This is an optimization exercise on Yosys and OpenROAD, whose aim is small area, a short achievable clock period and few clock cycles, not a production implementation. At most, simulation tests tie the RTL to the original design; equivalence was not proved. Power and IR drop assume default switching activity.

run 2:
==> flow/design.v (excerpt) <==
module dcache_top #(
	parameter int NUM_WAYS     = 2,
	parameter int INDEX_WIDTH  = 2,
	parameter int OFFSET_WIDTH = 2
) (
	input  logic                             clk,
	input  logic                             rst,
	input  logic [cache_pkg::ADDR_WIDTH-1:0] cpu_addr,
	input  cache_pkg::byte_en_t              cpu_byte_en,
	input  logic                             cpu_read,
	input  logic                             cpu_write,
	input  cache_pkg::word_t                 cpu_wr_data,
	output cache_pkg::word_t                 cpu_rd_data,
	output logic                             cpu_stall,
	output logic [cache_pkg::ADDR_WIDTH-1:0] mem_addr,
	output logic                             mem_addr_valid,
	output logic                             mem_we,
	output cache_pkg::word_t                 mem_wr_data,
	output logic                             mem_wr_valid,
	output logic                             mem_wr_last,
	input  logic                             mem_addr_ready,
	input  logic                             mem_rd_valid,
	input  cache_pkg::word_t                 mem_rd_data,
  ...
Size: about 3100 cells after synthesis, roughly 1400 flip-flops, ~210 I/O pins, about 53000 sq um of cells after synthesis.
clock: 6.5 ns
lec_check: 0
cap_margin: 20
core_margin: 2
core_utilization: 40
place_density: 0.6
setup_slack_margin: 3.8
slew_margin: 20
run.sh (not shown) runs the stock make flow with config.mk's settings and CLKGATE_MAP_FILE= SYNTH_SCRIPT=/design/flow/synth_recipe.tcl, a recipe that flattens the netlist after the stock synthesis.
> inputs changed (run 2 -> run 1)
-- flow/config.mk --
<<< run 2, line 11
export PLACE_DENSITY = 0.6
export SETUP_SLACK_MARGIN = 3.8
export SLEW_MARGIN = 20
>>> run 1, line 11
export PLACE_DENSITY = 0.6
export SLEW_MARGIN = 20
--- outcome ---
The final layout from run 1, which completed every stage, passed the timing, DRC and antenna checks at the end of the flow.
The final reports for run 1 and run 2 show proportion of power drawn by the clock network higher in the former.
The first element of the critical path comes out cpu_addr[4] in one run and cpu_addr[5] in the other, namely in run 2 and run 1 respectively.
Looking at fraction of final layout cells with drive strength greater than 1, run 1 sits 22 points below run 2.
In run 1, relative area of non-clock buffer cells in the final design is lower than in run 2.
Run 2 → run 1: post-cts resize count has decreased; number of buffers other than clock buffers in the final layout fell 312.
Run 1 vs run 2 — peak per-stage delay on the critical path rose 440 ps.
~same max-slew violation total from the final report in run 2 and run 1
Function was not checked in any run of this note: the RTL went through the layout flow alone.

dcache_top, a different RTL version from the one above (not shown whole).
Size: roughly 3,500 cells after synthesis, about 1,300 flip-flops.
==> flow/config.mk <==
export PLATFORM = sky130hd
export DESIGN_NAME = dcache_top
export DESIGN_NICKNAME = dcache_top
export VERILOG_FILES = /design/flow/design.v
export SDC_FILE = /design/flow/constraint.sdc
export NUM_CORES = 4
export LEC_CHECK = 0
export CAP_MARGIN = 20
export CORE_MARGIN = 2
export CORE_UTILIZATION = 55
export CTS_BUF_LIST = sky130_fd_sc_hd__clkbuf_8
export PLACE_DENSITY = 0.7
export SETUP_SLACK_MARGIN = 3.9
export SLEW_MARGIN = 20
export TNS_END_PERCENT = 5
==> flow/constraint.sdc <==
create_clock -name core_clock -period 6.5 [get_ports {clk}]
set_input_delay 1.3000 -clock core_clock [delete_from_list [all_inputs] [get_ports {clk}]]
set_output_delay 1.3000 -clock core_clock [all_outputs]
set_load 0.01 [all_outputs]
Testbench counts at the start, summed over its fixed seeds: cycles 227,314.
Next try:
Settings changed: CTS_BUF_LIST sky130_fd_sc_hd__clkbuf_8 to unset, SETUP_SLACK_MARGIN 3.9 to 3.7.
Result:
- cell count fell by a few percent
- count of clock-buffer cells in the layout fell by 47
- design area fell slightly
- die area stays the same
- sequential power stays flat
- power rose by a few percent

## old
Another version of the RTL of dcache_top (not shown whole).
Size: about 3800 cells after synthesis, about 210 I/O pins.
make LEC_CHECK=0 CAP_MARGIN=20 CORE_MARGIN=2 CORE_UTILIZATION=55 PLACE_DENSITY=0.7 SETUP_SLACK_MARGIN=4.1 SLEW_MARGIN=20 TNS_END_PERCENT=5 finish   # period 6.5 ns
Edits applied to the flow inputs when going from old to new:
Settings: CTS_CLUSTER_SIZE now 20, previously not set; SETUP_SLACK_MARGIN now 3.9, was 4.1; CTS_CLUSTER_DIAMETER now 60, previously not set.
## What came out
Looking at clock power, new sits about 13% below old. Placed standard-cell area essentially unchanged between new and old. Going from old to new, total power went down by 1.6 mW, setup slack went up by 0.10 ns.
No functional check of the RTL was part of any run of this note.

The RTL this note starts from:
==> flow/design.v <==
`timescale 1ns/1ps
package cache_pkg;
	localparam int ADDR_WIDTH = 32;                  
	localparam int DATA_WIDTH = 32;
	localparam int BYTE_SEL_WIDTH = $clog2(DATA_WIDTH / 8);
	localparam int TAG_MAX = 28;
	localparam int META_WIDTH = TAG_MAX + 2;
	typedef logic [DATA_WIDTH-1:0] word_t;
	typedef logic [DATA_WIDTH/8-1:0] byte_en_t;
	typedef struct packed {
		logic               valid;
		logic               dirty;
		logic [TAG_MAX-1:0] tag;
	} line_meta_t;
endpackage
`timescale 1ns/1ps
package mem_bus_pkg;
	localparam logic BUS_READ  = 1'b0;    
	localparam logic BUS_WRITE = 1'b1;    
	typedef enum logic [2:0] {
		IDLE      = 3'd0,    
		WB_BURST  = 3'd1,    
		WB_DONE   = 3'd2,    
		RF_BURST  = 3'd3,    
		RF_FINISH = 3'd4     
	} miss_state_t;
endpackage
`timescale 1ns/1ps
`timescale 1ns/1ps
`timescale 1ns/1ps
`timescale 1ns/1ps
module dcache_top #(
	parameter int NUM_WAYS     = 2,
	parameter int INDEX_WIDTH  = 2,
	parameter int OFFSET_WIDTH = 2
) (
	input  logic                             clk,
	input  logic                             rst,
	input  logic [cache_pkg::ADDR_WIDTH-1:0] cpu_addr,
	input  cache_pkg::byte_en_t              cpu_byte_en,
	input  logic                             cpu_read,
	input  logic                             cpu_write,
	input  cache_pkg::word_t                 cpu_wr_data,
	output cache_pkg::word_t                 cpu_rd_data,
	output logic                             cpu_stall,
	output logic [cache_pkg::ADDR_WIDTH-1:0] mem_addr,
	output logic                             mem_addr_valid,
	output logic                             mem_we,
	output cache_pkg::word_t                 mem_wr_data,
	output logic                             mem_wr_valid,
	output logic                             mem_wr_last,
	input  logic                             mem_addr_ready,
	input  logic                             mem_rd_valid,
	input  cache_pkg::word_t                 mem_rd_data,
	input  logic                             mem_wr_ready,
	input  logic                             mem_wr_done
);
	localparam int TW = 26;    
	logic          valid [2][4];
	logic          dirty [2][4];
	logic [TW-1:0] tag   [2][4];
	logic [31:0]   data  [2][4][4];
	logic          rr;
	logic       stall_q;         
	logic       req_missed;      
	logic       req_rf_started;  
	logic       start_q;         
	logic       miss_way;        
	logic       wr_q;            
	logic       wr_way_q;
	logic       av_q;            
	logic       wb_active;       
	logic [1:0] wb_ld;           
	logic       wv_q;            
	logic       wl_q;            
	logic       rf_busy;         
	logic [1:0] rf_beat;
	logic [1:0] rf_set;
	logic       rf_way;
	logic [31:0] out_q;
	logic        rdy_o, av_o, wv_o, wl_o, we_o;
	logic        av_n, wv_n, wl_n, we_n;
	logic [27:0] ma_q;
	logic        we_q;            
	assign av_q = !av_n;
	assign wv_q = !wv_n;
	assign wl_q = !wl_n;
	assign we_q = !we_n;
	assign cpu_stall      = !rdy_o;
	assign cpu_rd_data    = out_q;
	assign mem_addr       = {ma_q, 4'b0000};
	assign mem_addr_valid = av_o;
	assign mem_we         = we_o;
	assign mem_wr_data    = out_q;
	assign mem_wr_valid   = wv_o;
	assign mem_wr_last    = wl_o;
	logic [1:0]    cset, coff;
	logic [TW-1:0] ctag;
	logic          req, look;
	logic          hit0, hit1, hit, hw;
	logic          v;              
	logic          wbneed;
	assign cset = cpu_addr[5:4];
	assign coff = cpu_addr[3:2];
	assign ctag = cpu_addr[31:6];
	assign req  = cpu_read | cpu_write;
	assign look = req & stall_q;
	logic [3:0] m0, m1;
	always_comb begin
		for (int s = 0; s < 4; s++) begin
			m0[s] = valid[0][s] & (tag[0][s] == ctag);
			m1[s] = valid[1][s] & (tag[1][s] == ctag);
		end
	end
	assign hit0 = m0[cset];
	assign hit1 = m1[cset];
	assign hit  = hit0 | hit1;
	assign hw   = !hit0;
	logic [3:0]    vs, wbn;
	logic [TW-1:0] vtag [4];
	always_comb begin
		for (int s = 0; s < 4; s++) begin
			vs[s]   = !valid[0][s] ? 1'b0 : !valid[1][s] ? 1'b1 : rr;
			wbn[s]  = valid[vs[s]][s] & dirty[vs[s]][s];
			vtag[s] = tag[vs[s]][s];
		end
	end
	assign v      = vs[cset];
	assign wbneed = wbn[cset];
	logic [1:0]  rsel_off;
	logic [31:0] rword0, rword1;
	assign rsel_off = wb_active ? wb_ld : coff;
	assign rword0   = data[0][cset][rsel_off];
	assign rword1   = data[1][cset][rsel_off];
	logic myword_q;      
	logic rf_mine;       
	logic on_rf;         
	logic avail;
	logic res_rd, res_wr, res_arr, resolve, start_miss, can_start;
	logic merge;
	assign rf_mine = myword_q & mem_rd_valid;
	assign on_rf   = rf_busy & (rf_set == cset) & (rf_way == hw);
	assign avail   = !on_rf | (coff < rf_beat);
	assign res_rd  = cpu_read & hit & avail;
	assign res_wr  = cpu_write & hit & !rf_busy;
	assign res_arr = rf_mine;
	assign resolve = look & (req_missed ? res_arr : (res_rd | res_wr));
	assign can_start  = !av_q & !wb_active;
	assign start_miss = look & !req_missed & !hit & can_start;
	assign merge      = cpu_write & rf_mine;
	logic take_a, take_w, rf_take, rf_we;
	assign take_a  = av_q & mem_addr_ready;
	assign take_w  = wv_q & mem_wr_ready;
	assign rf_take = take_a & !we_q;
	assign rf_we   = rf_busy & mem_rd_valid;
	logic stall_d, av_d, wv_d, wl_d;
	assign stall_d = stall_q ? !resolve : 1'b1;
	assign av_d    = start_miss ? 1'b1 : (take_w && wl_q) ? 1'b1 :    
	                 take_a ? 1'b0 : av_q;
	assign wv_d    = !wb_active ? 1'b0 : (take_a && we_q) ? 1'b1 :    
	                 (take_w && wl_q) ? 1'b0 : wv_q;
	assign wl_d    = !wb_active ? 1'b0 : (take_w && !wl_q) ? (wb_ld == 2'd3) : wl_q;
	always_ff @(posedge clk or negedge rst) begin
		if (!rst) begin
			stall_q        <= 1'b1;
			req_missed     <= 1'b0;
			req_rf_started <= 1'b0;
			start_q        <= 1'b0;
			wr_q           <= 1'b0;
			av_n           <= 1'b1;
			wb_active      <= 1'b0;
			wv_n           <= 1'b1;
			wl_n           <= 1'b1;
			rf_busy        <= 1'b0;
			rf_beat        <= 2'd0;
			rr             <= 1'b0;
			myword_q       <= 1'b0;
			rdy_o          <= 1'b0;
			av_o           <= 1'b0;
			wv_o           <= 1'b0;
			wl_o           <= 1'b0;
		end else begin
			stall_q <= stall_d;
			rdy_o   <= !stall_d;
			av_n    <= !av_d;
			av_o    <= av_d;
			wv_n    <= !wv_d;
			wv_o    <= wv_d;
			wl_n    <= !wl_d;
			wl_o    <= wl_d;
			myword_q <= ((req_rf_started && !rf_mine) || rf_take) &&
			            (rf_take || (rf_busy && !(rf_we && rf_beat == 2'd3))) &&
			            ((rf_take ? 2'd0 : rf_we ? rf_beat + 2'd1 : rf_beat) == coff);
			wr_q    <= look & !req_missed & res_wr;
			start_q <= start_miss;
			if (start_q)
				rr <= !rr;
			if (resolve) begin
				req_missed     <= 1'b0;
				req_rf_started <= 1'b0;
			end else begin
				if (start_miss)
					req_missed <= 1'b1;
				if (rf_take)
					req_rf_started <= 1'b1;
			end
			if (!wb_active) begin
				wb_active <= start_miss && wbneed;
				wb_ld     <= 2'd0;
			end else if (take_a && we_q) begin
				wb_ld <= 2'd1;
			end else if (take_w) begin
				if (wl_q)
					wb_active <= 1'b0;
				else
					wb_ld <= wb_ld + 2'd1;
			end
			if (rf_take) begin
				rf_busy <= 1'b1;
				rf_beat <= 2'd0;
			end else if (rf_we) begin
				rf_beat <= rf_beat + 2'd1;
				if (rf_beat == 2'd3)
					rf_busy <= 1'b0;
			end
		end
	end
	always_ff @(posedge clk) begin
		if (!(wb_active && wv_q && !take_w))    
			out_q <= rf_mine ? mem_rd_data :
			         (wb_active ? miss_way : hw) ? rword1 : rword0;
		wr_way_q <= hw;
		if (!req_missed)
			miss_way <= v;    
		if (rf_take) begin
			rf_set <= cset;
			rf_way <= miss_way;
		end
		if (!av_q && !wb_active) begin
			ma_q <= wbneed ? {vtag[cset], cset} : cpu_addr[31:4];
			we_n <= !wbneed;
			we_o <= wbneed;
		end else if (take_w && wl_q) begin
			ma_q <= cpu_addr[31:4];
			we_n <= 1'b1;
			we_o <= 1'b0;
		end
	end
	always_ff @(posedge clk or negedge rst) begin
		if (!rst) begin
			for (int w = 0; w < 2; w++)
				for (int s = 0; s < 4; s++) begin
					valid[w][s] <= 1'b0;
					dirty[w][s] <= 1'b0;
				end
		end else begin
			for (int w = 0; w < 2; w++)
				for (int s = 0; s < 4; s++) begin
					if (start_q && miss_way == w[0] && cset == s[1:0]) begin
						valid[w][s] <= 1'b1;
						dirty[w][s] <= 1'b0;
					end
					if (wr_q && wr_way_q == w[0] && cset == s[1:0])
						dirty[w][s] <= 1'b1;
					if (merge && rf_way == w[0] && rf_set == s[1:0])
						dirty[w][s] <= 1'b1;
				end
		end
	end
	always_ff @(posedge clk) begin
		for (int w = 0; w < 2; w++)
			for (int s = 0; s < 4; s++)
				if (start_q && miss_way == w[0] && cset == s[1:0])
					tag[w][s] <= ctag;
	end
	logic [31:0] wdata;
	always_comb begin
		for (int b = 0; b < 4; b++)
			wdata[8*b +: 8] = (!rf_we || (merge && cpu_byte_en[b])) ?
				cpu_wr_data[8*b +: 8] : mem_rd_data[8*b +: 8];
	end
	always_ff @(posedge clk) begin
		for (int w = 0; w < 2; w++)
			for (int s = 0; s < 4; s++)
				for (int o = 0; o < 4; o++)
					for (int b = 0; b < 4; b++)
						if ((rf_we && rf_way == w[0] && rf_set == s[1:0] && rf_beat == o[1:0]) ||
							(wr_q && wr_way_q == w[0] && cset == s[1:0] && coff == o[1:0] &&
							 cpu_byte_en[b]))
							data[w][s][o][8*b +: 8] <= wdata[8*b +: 8];
	end
endmodule
Settings: LEC_CHECK=0, CAP_MARGIN=20, CORE_MARGIN=2, CORE_UTILIZATION=55, CTS_BUF_LIST=sky130_fd_sc_hd__clkbuf_8, PLACE_DENSITY=0.7, SETUP_SLACK_MARGIN=3.45, SLEW_MARGIN=20; clock period 6.5 ns.
Testbench counts at the start, summed over its fixed seeds: cycles 227,314.
Next try:
Settings changed: CTS_BUF_LIST sky130_fd_sc_hd__clkbuf_8 to unset, SETUP_SLACK_MARGIN 3.45 to 3.9.
Effect: The changed run produced a clean layout. Via count came out higher by 3.1%. Setup slack improved by 0.15 ns. Combinational power rose by about 20%. Total power rises by about 10%. Sequential share of layout area goes down by 4.3 points.
Next try:
Settings changed: CORE_UTILIZATION 55 to 50, CTS_BUF_LIST set to sky130_fd_sc_hd__clkbuf_8, PLACE_DENSITY 0.7 to 0.65, SETUP_SLACK_MARGIN 3.9 to 3.6.
=> The new run went through all stages and came out clean; area after synthesis does not change; via count falls by a few percent; synthesized cell count is unchanged; global-route usage falls by 4.7 points; first-iteration DRC count falls by roughly a tenth; total power falls by a few percent; routed wire length falls by a few percent.

Starts from the design.v that is shown in full above.
clock: 6.5 ns
lec_check: 0
cap_margin: 20
core_margin: 2
core_utilization: 55
cts_buf_list: sky130_fd_sc_hd__clkbuf_8
place_density: 0.7
setup_slack_margin: 3.9
slew_margin: 20
Testbench counts at the start, summed over its fixed seeds: cycles 227,314.
Rerun with:
CTS_CLUSTER_DIAMETER = 60   (was default)
CTS_CLUSTER_SIZE = 20   (was default)
SETUP_SLACK_MARGIN = 3.6   (was 3.9)
Outcome: The new run ran to the end with no violations; worst hold slack degrades by 0.019 ns; power drops by 11%; worst setup slack degrades by 0.086 ns; via count drops by 5.5%; first-iteration DRC count drops by 2.3%; area after synthesis does not change.
Rerun with:
CTS_CLUSTER_DIAMETER = default   (was 60)
CTS_CLUSTER_SIZE = default   (was 20)
- The changed run ran to the end with no violations
- synthesized cell count stays the same
- via count rises by about 0.7%
- fmax went up by about 0.5%
Rerun with:
SETUP_SLACK_MARGIN = 3.75   (was 3.6)
=> Worst hold slack improved by 0.0038 ns. Via count rises by 1.8%. Wire length increases by about 2.6%. Cell area went up by 4.0%.

re-timing with driven ports:
No port has a modelled driver above. Below, the same layouts with a new extraction and two added sets of constraints.
Step 1, drivers: a clkbuf_16 drives clk and a buf_2 each remaining input, both assumed.
Step 2 times the ports against the registers' clock, not the clock port: input delays grow and output delays shrink by t, the midpoint of the rising clock arrivals with the driver on.
a / b / c = ideal / step 1 / step 2; a / b = the first two.
| run | t (ns) | setup slack, ns | hold WS [ns] | worst setup path at the end | clock arrival spread, ns |
|---|---|---|---|---|---|
| run 2 | 0.849 | 2.953 / 2.743 / 1.894 | 0.465 / 0.465 / 0.465 | input to register | 0.045 / 0.044 |
| run 1 | 0.830 | 1.927 / 1.982 / 1.152 | 0.466 / 0.466 / 0.466 | input to register | 0.030 / 0.030 |
| the first run of note 2 | 0.965 | 3.437 / 3.414 / 2.449 | 0.491 / 0.491 / 0.491 | input to register | 0.043 / 0.042 |
| the second run of note 2 | 0.833 | 3.223 / 3.235 / 2.402 | 0.496 / 0.496 / 0.496 | input to register | 0.026 / 0.026 |
| old | 0.834 | 3.215 / 3.093 / 2.259 | 0.490 / 0.490 / 0.490 | input to register | 0.034 / 0.034 |
| new | 0.792 | 3.316 / 3.161 / 2.369 | 0.498 / 0.498 / 0.498 | input to register | 0.032 / 0.032 |
| the first run of note 4 | 0.970 | 3.343 / 3.360 / 2.391 | 0.498 / 0.450 / 0.498 | input to register | 0.070 / 0.071 |
| the second run of note 4 | 0.850 | 3.498 / 3.341 / 2.491 | 0.516 / 0.516 / 0.516 | input to register | 0.036 / 0.036 |
| the third run of note 4 | 0.960 | 3.486 / 3.499 / 2.545 | 0.498 / 0.450 / 0.501 | input to register | 0.044 / 0.045 |
| the first run of note 5 | 0.958 | 3.572 / 3.485 / 2.527 | 0.515 / 0.468 / 0.520 | input to register | 0.058 / 0.057 |
| the second run of note 5 | 0.885 | 3.486 / 3.380 / 2.495 | 0.496 / 0.496 / 0.496 | input to register | 0.050 / 0.050 |
| the third run of note 5 | 0.954 | 3.501 / 3.459 / 2.505 | 0.491 / 0.457 / 0.491 | input to register | 0.082 / 0.083 |
| the fourth run of note 5 | 0.966 | 3.553 / 3.447 / 2.481 | 0.495 / 0.460 / 0.495 | input to register | 0.037 / 0.037 |
After both steps setup and hold are still met in every run listed. The setup slack of the fourth run of note 5, which loses most, moves by -0.106 ns with the drivers and by -1.072 ns with both steps.
